Source: an optimization exercise on an open RTL-to-GDS flow (aim: a short achievable clock period and few clock cycles per item). Production flows keep margins and buffers that such runs may drop. Where RTL was checked, it was by simulation tests only, not by an equivalence proof against the original. The clock port is modelled as an ideal driver; clocking choices that lean on that would not hold on a real chip. Power figures rest on the tool's default switching activity, not on a simulated workload.

Setup of rev 12:
==> flow/design.v <==
package rx_cap_pkg;
  typedef enum logic [1:0] {
    IDLE,
    ARM,
    BURST,
    FLUSH
  } state_t;
  localparam int CNT_W = 16;
  function automatic logic [CNT_W-1:0] sat_inc(
    input logic [CNT_W-1:0] v
  );
    sat_inc = (&v) ? v : v + 1'b1;
  endfunction
endpackage
module rx_cap_fifo #(
  parameter int DEPTH = 10,
  parameter int WIDTH = 32
) (
  input  logic             clk,
  input  logic             rst_n,
  input  logic             push,
  input  logic [WIDTH-1:0] wdata,
  input  logic             pop,
  output logic [WIDTH-1:0] rdata
);
  logic [WIDTH-1:0] mem [DEPTH];
  logic [DEPTH-1:0] wp;
  logic [DEPTH-1:0] rp;
  always_ff @(posedge clk) begin
    for (int i = 0; i < DEPTH; i++)
      if (wp[i]) mem[i] <= wdata;
  end
  always_comb begin
    rdata = '0;
    for (int i = 0; i < DEPTH; i++)
      rdata = rdata | (mem[i] & {WIDTH{rp[i]}});
  end
  always_ff @(posedge clk or negedge rst_n) begin
    if (!rst_n) begin
      wp <= DEPTH'(1);
      rp <= DEPTH'(1);
    end else begin
      if (push) wp <= {wp[DEPTH-2:0], wp[DEPTH-1]};
      if (pop)  rp <= {rp[DEPTH-2:0], rp[DEPTH-1]};
    end
  end
endmodule
module rx_capture_burst_writer #(
  parameter int SAMPLE_W   = 16,
  parameter int CHANNELS   = 2,
  parameter int ADDR_W     = 32,
  parameter int BURST_LEN  = 8,
  parameter int FIFO_DEPTH = 9,
  localparam int DATA_W    = SAMPLE_W * CHANNELS,
  localparam int BC_W      = $clog2(BURST_LEN) + 1
) (
  input  logic              clk_clk,
  input  logic              reset_reset_n,
  input  logic              start,
  input  logic              stop,
  input  logic [ADDR_W-1:0] cfg_base,
  input  logic [ADDR_W-1:0] cfg_words,
  input  logic              in_valid,
  output logic              in_ready,
  input  logic [DATA_W-1:0] in_data,
  output logic [ADDR_W-1:0] avm_address,
  output logic              avm_write,
  output logic [DATA_W-1:0] avm_writedata,
  output logic [BC_W-1:0]   avm_burstcount,
  input  logic              avm_waitrequest,
  output logic              busy,
  output logic [ADDR_W-1:0] wr_ptr,
  output logic [rx_cap_pkg::CNT_W-1:0]  wrap_count,
  output logic              overflow,
  output logic [rx_cap_pkg::CNT_W-1:0]  drop_count
);
  localparam int BSH = $clog2(DATA_W / 8);
  localparam int WA  = ADDR_W - BSH;
  localparam int LW  = $clog2(BURST_LEN);
  logic              idle;         
  logic              rdy_n;        
  logic              wr_n;         
  logic [ADDR_W-1:0] addr_n;       
  logic [BC_W-1:0]   bc_n;         
  logic              enabled;      
  logic              stop_pend;    
  logic [FIFO_DEPTH-1:0] fill;     
  logic              grp;          
  logic [LW-1:0]     part;         
  logic [BC_W-1:0]   beats_left;   
  logic              cur_last;     
  logic [WA-1:0]     base_w;       
  logic [BSH-1:0]    base_lo;      
  logic [ADDR_W-1:0] words_q;
  logic [ADDR_W-1:0] words_m2;     
  logic              words_one;    
  logic              wrap_nx;      
  logic [WA-1:0]     waddr;        
  logic [DATA_W-1:0] head;
  logic              start_ev;
  logic              push;
  logic              beat;
  logic              slot;
  logic              carry;
  logic              full;
  logic              issue;
  logic              load;
  logic              next_write;
  logic              done;
  logic [BC_W-1:0]   len;
  logic [WA-1:0]     waddr_next;
  logic              fill_ok;
  assign overflow   = 1'b0;
  assign drop_count = '0;
  assign start_ev   = start & idle;
  assign push       = in_valid & ~rdy_n;
  assign beat       = ~wr_n & ~avm_waitrequest;
  assign slot       = wr_n | (beat & cur_last);
  assign carry      = push & (&part);
  assign full       = grp | carry;
  assign issue      = slot & (full | (stop_pend & (part != '0)));
  assign len        = full ? BC_W'(BURST_LEN) : BC_W'(part);
  assign load       = issue | (beat & ~cur_last);
  assign next_write = issue | (~wr_n & ~(beat & cur_last));
  assign done       = stop_pend & ~grp & (part == '0) & slot;
  assign waddr_next = wrap_nx ? base_w : waddr + 1'b1;
  always_comb begin
    if (push & ~load)      fill_ok = ~fill[FIFO_DEPTH-3];
    else if (~push & load) fill_ok = 1'b1;
    else                   fill_ok = ~fill[FIFO_DEPTH-2];
  end
  rx_cap_fifo #(
    .DEPTH (FIFO_DEPTH),
    .WIDTH (DATA_W)
  ) u_fifo (
    .clk   (clk_clk),
    .rst_n (reset_reset_n),
    .push  (push),
    .wdata (in_data),
    .pop   (load),
    .rdata (head)
  );
  always_ff @(posedge clk_clk or negedge reset_reset_n) begin
    if (!reset_reset_n) begin
      busy       <= 1'b0;
      idle       <= 1'b1;
      enabled    <= 1'b0;
      in_ready   <= 1'b0;
      rdy_n      <= 1'b1;
      wr_n       <= 1'b1;
      stop_pend  <= 1'b0;
      fill       <= '0;
      grp        <= 1'b0;
      part       <= '0;
      beats_left <= '0;
      cur_last   <= 1'b0;
      avm_write  <= 1'b0;
    end else begin
      busy      <= start_ev | (~idle & ~done);
      idle      <= ~start_ev & (idle | done);
      enabled   <= start_ev | (enabled & ~stop);
      in_ready  <= start_ev | (enabled & ~stop & fill_ok);
      rdy_n     <= ~start_ev & ~(enabled & ~stop & fill_ok);
      stop_pend <= (stop_pend | (stop & ~idle)) & ~done;
      if (push & ~load)      fill <= {fill[FIFO_DEPTH-2:0], 1'b1};
      else if (~push & load) fill <= {1'b0, fill[FIFO_DEPTH-1:1]};
      grp       <= full & ~slot;
      if (issue & ~full)  part <= '0;
      else if (push)      part <= part + 1'b1;
      if (issue) begin
        beats_left <= len;
        cur_last   <= (len == BC_W'(1));
      end else if (beat) begin
        beats_left <= beats_left - 1'b1;
        cur_last   <= (beats_left == BC_W'(2));
      end
      avm_write <= next_write;
      wr_n      <= ~next_write;
    end
  end
  always_ff @(posedge clk_clk or negedge reset_reset_n) begin
    if (!reset_reset_n) begin
      avm_writedata <= '0;
    end else if (!next_write) begin
      avm_writedata <= '0;
    end else if (load) begin
      avm_writedata <= head;
    end
  end
  always_ff @(posedge clk_clk) begin
    if (issue) begin
      bc_n   <= ~len;
      addr_n <= ~{(beat ? waddr_next : waddr), base_lo};
    end
    avm_burstcount <= issue ? len : ~bc_n;
    avm_address    <= issue ? {(beat ? waddr_next : waddr), base_lo} : ~addr_n;
  end
  always_ff @(posedge clk_clk) begin
    words_m2 <= words_q - ADDR_W'(2);
    if (idle) begin
      base_w    <= cfg_base[ADDR_W-1:BSH];
      base_lo   <= cfg_base[BSH-1:0];
      words_q   <= cfg_words;
      words_one <= (cfg_words == ADDR_W'(1));
      wrap_nx   <= (cfg_words == ADDR_W'(1));
      waddr     <= cfg_base[ADDR_W-1:BSH];
    end else if (beat) begin
      waddr   <= waddr_next;
      wrap_nx <= wrap_nx ? words_one : (wr_ptr == words_m2);
    end
  end
  always_ff @(posedge clk_clk or negedge reset_reset_n) begin
    if (!reset_reset_n) begin
      wr_ptr     <= '0;
      wrap_count <= '0;
    end else if (start_ev) begin
      wr_ptr     <= '0;
      wrap_count <= '0;
    end else if (beat) begin
      if (wrap_nx) begin
        wr_ptr     <= '0;
        wrap_count <= rx_cap_pkg::sat_inc(wrap_count);
      end else begin
        wr_ptr <= wr_ptr + 1'b1;
      end
    end
  end
endmodule
clock: 5.5 ns
lec_check: 0
abc_clock_period_in_ps: 2000
cap_margin: 20
core_margin: 2
core_utilization: 40
setup_slack_margin: 3.6
slew_margin: 20
tns_end_percent: 100
run.sh (not shown) runs the stock make flow with config.mk's settings and CLKGATE_MAP_FILE= SYNTH_SCRIPT=/design/flow/synth_recipe.tcl, a recipe that flattens the netlist after the stock synthesis.
Testbench counts of rev 12, summed over its fixed seeds: cycles 19,879, samples 19,015.
For rev 13, these inputs were changed with respect to rev 12:
-- flow/design.v --
<<< rev 12, line 81
  logic              rdy_n;        
  logic              wr_n;         
  logic [ADDR_W-1:0] addr_n;       
  logic [BC_W-1:0]   bc_n;         
  logic              enabled;      
  logic              stop_pend;    
>>> rev 13, line 81
  logic              rdy_n;        
  logic              wr_n;         
  logic [ADDR_W-1:0] addr_q;       
  logic [BC_W-1:0]   bc_q;         
  logic              enabled;      
  logic              stop_pend;    
<<< rev 12, line 92
  logic [WA-1:0]     base_w;       
  logic [BSH-1:0]    base_lo;      
  logic [ADDR_W-1:0] words_q;
  logic [ADDR_W-1:0] words_m2;     
  logic              words_one;    
>>> rev 13, line 92
  logic [WA-1:0]     base_w;       
  logic [BSH-1:0]    base_lo;      
  logic [ADDR_W-1:0] words_m2;     
  logic              words_one;    
<<< rev 12, line 190
  always_ff @(posedge clk_clk) begin
    if (issue) begin
      bc_n   <= ~len;
      addr_n <= ~{(beat ? waddr_next : waddr), base_lo};
    end
    avm_burstcount <= issue ? len : ~bc_n;
    avm_address    <= issue ? {(beat ? waddr_next : waddr), base_lo} : ~addr_n;
  end
  always_ff @(posedge clk_clk) begin
    words_m2 <= words_q - ADDR_W'(2);
    if (idle) begin
      base_w    <= cfg_base[ADDR_W-1:BSH];
      base_lo   <= cfg_base[BSH-1:0];
      words_q   <= cfg_words;
      words_one <= (cfg_words == ADDR_W'(1));
      wrap_nx   <= (cfg_words == ADDR_W'(1));
>>> rev 13, line 189
  always_ff @(posedge clk_clk) begin
    if (issue) begin
      bc_q   <= len;
      addr_q <= {(beat ? waddr_next : waddr), base_lo};
    end
    avm_burstcount <= issue ? len : bc_q;
    avm_address    <= issue ? {(beat ? waddr_next : waddr), base_lo} : addr_q;
  end
  always_ff @(posedge clk_clk) begin
    if (idle) begin
      base_w    <= cfg_base[ADDR_W-1:BSH];
      base_lo   <= cfg_base[BSH-1:0];
      words_m2  <= cfg_words - ADDR_W'(2);
      words_one <= (cfg_words == ADDR_W'(1));
      wrap_nx   <= (cfg_words == ADDR_W'(1));
### Flow results
Rev 13: done, clean on timing, DRC and antenna. Of rev 12 and rev 13, the run reporting the lower met2 usage was rev 13. When rev 13 is set beside rev 12, its reg-to-reg setup timing slack turns out to be 0.10 ns smaller. Per the comparison of rev 13 with rev 12, power shows a reduction of 3000 µW, logic depth of the worst register-to-register path shows an increase of 5, clock share of power shows an increase of 2.6 points, share of cell area taken by muxes after synthesis shows an increase of 0.16 points, wire length after detailed routing shows a reduction of 5700 µm. Compared rev 13 vs rev 12, and vertical extent of the die is down in rev 13.
Only the layout flow was run in rev 13; the RTL was not checked for function there.

---

rx_capture_burst_writer, a different RTL version from the one above (not shown whole).
Size in the first run: roughly 720 flip-flops, roughly 240 I/O pins.
## rx_capture_burst_writer
module rx_capture_burst_writer #(
  parameter int SAMPLE_W   = 16,
  parameter int CHANNELS   = 2,
  parameter int ADDR_W     = 32,
  parameter int BURST_LEN  = 8,
  parameter int FIFO_DEPTH = 10,
  localparam int DATA_W    = SAMPLE_W * CHANNELS,
  localparam int BC_W      = $clog2(BURST_LEN) + 1
) (
  input  logic              clk_clk,
  input  logic              reset_reset_n,
  input  logic              start,
  input  logic              stop,
  input  logic [ADDR_W-1:0] cfg_base,
  input  logic [ADDR_W-1:0] cfg_words,
  input  logic              in_valid,
  output logic              in_ready,
  input  logic [DATA_W-1:0] in_data,
  output logic [ADDR_W-1:0] avm_address,
  output logic              avm_write,
  output logic [DATA_W-1:0] avm_writedata,
  output logic [BC_W-1:0]   avm_burstcount,
  input  logic              avm_waitrequest,
  output logic              busy,
  output logic [ADDR_W-1:0] wr_ptr,
  output logic [rx_cap_pkg::CNT_W-1:0]  wrap_count,
  output logic              overflow,
  output logic [rx_cap_pkg::CNT_W-1:0]  drop_count
);
export LEC_CHECK = 0
export ABC_CLOCK_PERIOD_IN_PS = 2000
export CAP_MARGIN = 20
export CORE_MARGIN = 2
export CORE_UTILIZATION = 40
export CTS_CLUSTER_DIAMETER = 80
export CTS_CLUSTER_SIZE = 20
export SETUP_SLACK_MARGIN = 3.6
export SLEW_MARGIN = 20
export TNS_END_PERCENT = 100
create_clock -name core_clock -period 5.5 [get_ports {clk_clk}]
standard.sh (not shown) runs the stock make flow with config.mk's settings and CLKGATE_MAP_FILE= SYNTH_SCRIPT=/design/flow/synth_recipe.tcl, a recipe that flattens the netlist after the stock synthesis.
==> flow/flow/run.sh <==
#!/bin/bash
set -euo pipefail
export POST_CTS_TCL="$PWD/flow/drop_root.tcl"
bash standard.sh > standard_make.log 2>&1
==> flow/flow/drop_root.tcl <==
set block [ord::get_db_block]
set port_net [[$block findBTerm clk_clk] getNet]
set port_loads [$port_net getITerms]
if {[llength $port_loads] == 1} {
  set root [[lindex $port_loads 0] getInst]
  set master [[$root getMaster] getName]
  set out_net ""
  foreach it [$root getITerms] {
    if {[$it isOutputSignal]} { set out_net [$it getNet] }
  }
  if {[string match "sky130_fd_sc_hd__clkbuf_*" $master] && $out_net ne ""} {
    set sinks {}
    set all_bufs 1
    foreach it [$out_net getITerms] {
      if {[$it getInst] eq $root} { continue }
      lappend sinks $it
      if {![string match "sky130_fd_sc_hd__clkbuf_*" [[[$it getInst] getMaster] getName]]} {
        set all_bufs 0
      }
    }
    if {[llength $sinks] >= 1 && [llength $sinks] <= 4 && $all_bufs} {
      foreach it $sinks {
        $it disconnect
        $it connect $port_net
      }
      puts "drop_root: removed [$root getName], port drives [llength $sinks] buffers"
      odb::dbInst_destroy $root
      odb::dbNet_destroy $out_net
    } else {
      puts "drop_root: root [$root getName] drives [llength $sinks] sinks, kept"
    }
  }
}
Next try:
--- a/flow/design.v
+++ b/flow/design.v
@@ -73,15 +73,14 @@
   output logic [rx_cap_pkg::CNT_W-1:0]  wrap_count,
   output logic              overflow,
   output logic [rx_cap_pkg::CNT_W-1:0]  drop_count
 );
   localparam int BSH = $clog2(DATA_W / 8);
   localparam int WA  = ADDR_W - BSH;
   localparam int LW  = $clog2(BURST_LEN);
-  localparam int LO  = 8;
   logic              idle;         
   logic              rdy_n;        
   logic              wr_n;         
   logic              wr_last;      
   logic              wr_mid;       
   logic [ADDR_W-1:0] addr_n;       
   logic [BC_W-1:0]   bc_n;         
@@ -98,19 +97,14 @@
   logic [BSH-1:0]    base_lo;      
   logic [ADDR_W-1:0] words_q;
   logic [ADDR_W-1:0] words_m2;     
   logic              m2_borrow;    
   logic              words_one;    
   logic              wrap_nx;      
   logic [WA-1:0]     waddr;        
-  logic              wa_lo_ff;     
-  logic [WA-1:LO]    wa_hi_inc;    
-  logic [WA-1:LO]    base_hi_inc;  
-  logic              ptr_lo_ff;    
-  logic [ADDR_W-1:LO] ptr_hi_inc;  
   logic [DATA_W-1:0] head;
   logic              start_ev;
   logic              push;
   logic              beat;
   logic              slot;
   logic              full;
   logic              issue;
@@ -135,19 +129,17 @@
   assign full       = grp;
   assign issue      = slot & (full | sp_nz);
   assign load       = issue | (wr_mid & ~avm_waitrequest);
   assign next_write = issue | wr_mid | (wr_last & avm_waitrequest);
   assign done       = sp_done & slot;
   assign len        = full ? BC_W'(BURST_LEN) : BC_W'(part);
   assign len_one    = ~grp & (part == LW'(1));
-  assign waddr_next = wrap_nx ? base_w
-                    : {(wa_lo_ff ? wa_hi_inc : waddr[WA-1:LO]), waddr[LO-1:0] + 1'b1};
+  assign waddr_next = wrap_nx ? base_w : waddr + 1'b1;
   assign addr_new   = {(wr_n ? waddr : waddr_next), base_lo};
-  assign ptr_inc    = wrap_nx ? '0
-                    : {(ptr_lo_ff ? ptr_hi_inc : wr_ptr[ADDR_W-1:LO]), wr_ptr[LO-1:0] + 1'b1};
+  assign ptr_inc    = wrap_nx ? '0 : wr_ptr + 1'b1;
   always_comb begin
     if (push & ~load)      fill_ok = ~fill[FIFO_DEPTH-3];
     else if (~push & load) fill_ok = 1'b1;
     else                   fill_ok = ~fill[FIFO_DEPTH-2];
   end
   always_comb begin
     if (issue & ~full) part_next = '0;
@@ -234,40 +226,32 @@
     end
     avm_burstcount <= issue ? len : ~bc_n;
     avm_address    <= issue ? addr_new : ~addr_n;
   end
   always_ff @(posedge clk_clk) begin
     {m2_borrow, words_m2[ADDR_W/2-1:0]} <= {1'b0, words_q[ADDR_W/2-1:0]} - (ADDR_W/2+1)'(2);
     words_m2[ADDR_W-1:ADDR_W/2] <= words_q[ADDR_W-1:ADDR_W/2] - (ADDR_W/2)'(m2_borrow);
-    base_hi_inc <= base_w[WA-1:LO] + 1'b1;
-    wa_hi_inc   <= (beat & wrap_nx) ? base_hi_inc : waddr[WA-1:LO] + 1'b1;
-    ptr_hi_inc  <= (beat & wrap_nx) ? (ADDR_W-LO)'(1) : wr_ptr[ADDR_W-1:LO] + 1'b1;
     if (idle) begin
-      wa_lo_ff  <= (&cfg_base[LO+BSH-1:BSH]);
       base_w    <= cfg_base[ADDR_W-1:BSH];
       base_lo   <= cfg_base[BSH-1:0];
       words_q   <= cfg_words;
       words_one <= (cfg_words == ADDR_W'(1));
       wrap_nx   <= (cfg_words == ADDR_W'(1));
       waddr     <= cfg_base[ADDR_W-1:BSH];
     end else if (beat) begin
-      waddr    <= waddr_next;
-      wa_lo_ff <= wrap_nx ? (&base_w[LO-1:0]) : (waddr[LO-1:0] == {{(LO-1){1'b1}}, 1'b0});
-      wrap_nx  <= wrap_nx ? words_one : (wr_ptr == words_m2);
+      waddr   <= waddr_next;
+      wrap_nx <= wrap_nx ? words_one : (wr_ptr == words_m2);
     end
   end
   always_ff @(posedge clk_clk or negedge reset_reset_n) begin
     if (!reset_reset_n) begin
       wr_ptr     <= '0;
       wrap_count <= '0;
-      ptr_lo_ff  <= 1'b0;
     end else if (start_ev) begin
       wr_ptr     <= '0;
       wrap_count <= '0;
-      ptr_lo_ff  <= 1'b0;
     end else if (beat) begin
-      wr_ptr    <= ptr_inc;
-      ptr_lo_ff <= ~wrap_nx & (wr_ptr[LO-1:0] == {{(LO-1){1'b1}}, 1'b0});
+      wr_ptr <= ptr_inc;
       if (wrap_nx) wrap_count <= rx_cap_pkg::sat_inc(wrap_count);
     end
   end
 endmodule
=>
- The new run completed without violations
- worst setup slack got worse by 0.085 ns
- clock power shrinks by 8.3%
- sequential share of layout area decreases by 2.1 points
- count of clock-buffer cells in the layout shrinks by 8
- die area shrinks by 6.5%
- first-iteration DRC count rose by 6.7%
- total power decreases by 5.3%
No functional check of the RTL was part of any run of this note.

separate check: timing with driven ports:
In the flow no input, the clock included, has a driving cell. The finished layouts below were timed again as built, in two steps.
Step 1: set_driving_cell puts a clkbuf_16 on clk_clk and a buf_2 on each other input, an assumption about the parent block.
Step 2 moves the port delays by t, midway between the first and last clock arrival at a register: inputs arrive t later, outputs are due t later. That takes back most of the time a late clock gives input paths.
a / b / c = ideal ports / drivers / drivers and shift; a / b = the first two.
run | shift t [ns] | setup WS [ns] | worst hold slack (ns) | worst data-port slew with drivers (ns) | pins driven straight from the clock port
rev 12 | 0.662 | 3.174 / 3.115 / 2.705 | 0.345 / 0.345 / 0.345 | 0.11 | 1
rev 13 | 0.683 | 2.988 / 3.011 / 2.328 | 0.418 / 0.418 / 0.418 | 0.10 | 1
the first run of note 2 | 0.552 | 3.247 / 3.222 / 2.710 | 0.350 / 0.350 / 0.350 | 0.11 | 4
the second run of note 2 | 0.527 | 3.163 / 3.163 / 2.959 | 0.343 / 0.343 / 0.343 | 0.11 | 4
After both steps every run listed still meets setup and hold. For rev 13, which loses most, drivers alone change the setup slack by +0.023 ns; drivers and shift together by -0.660 ns.
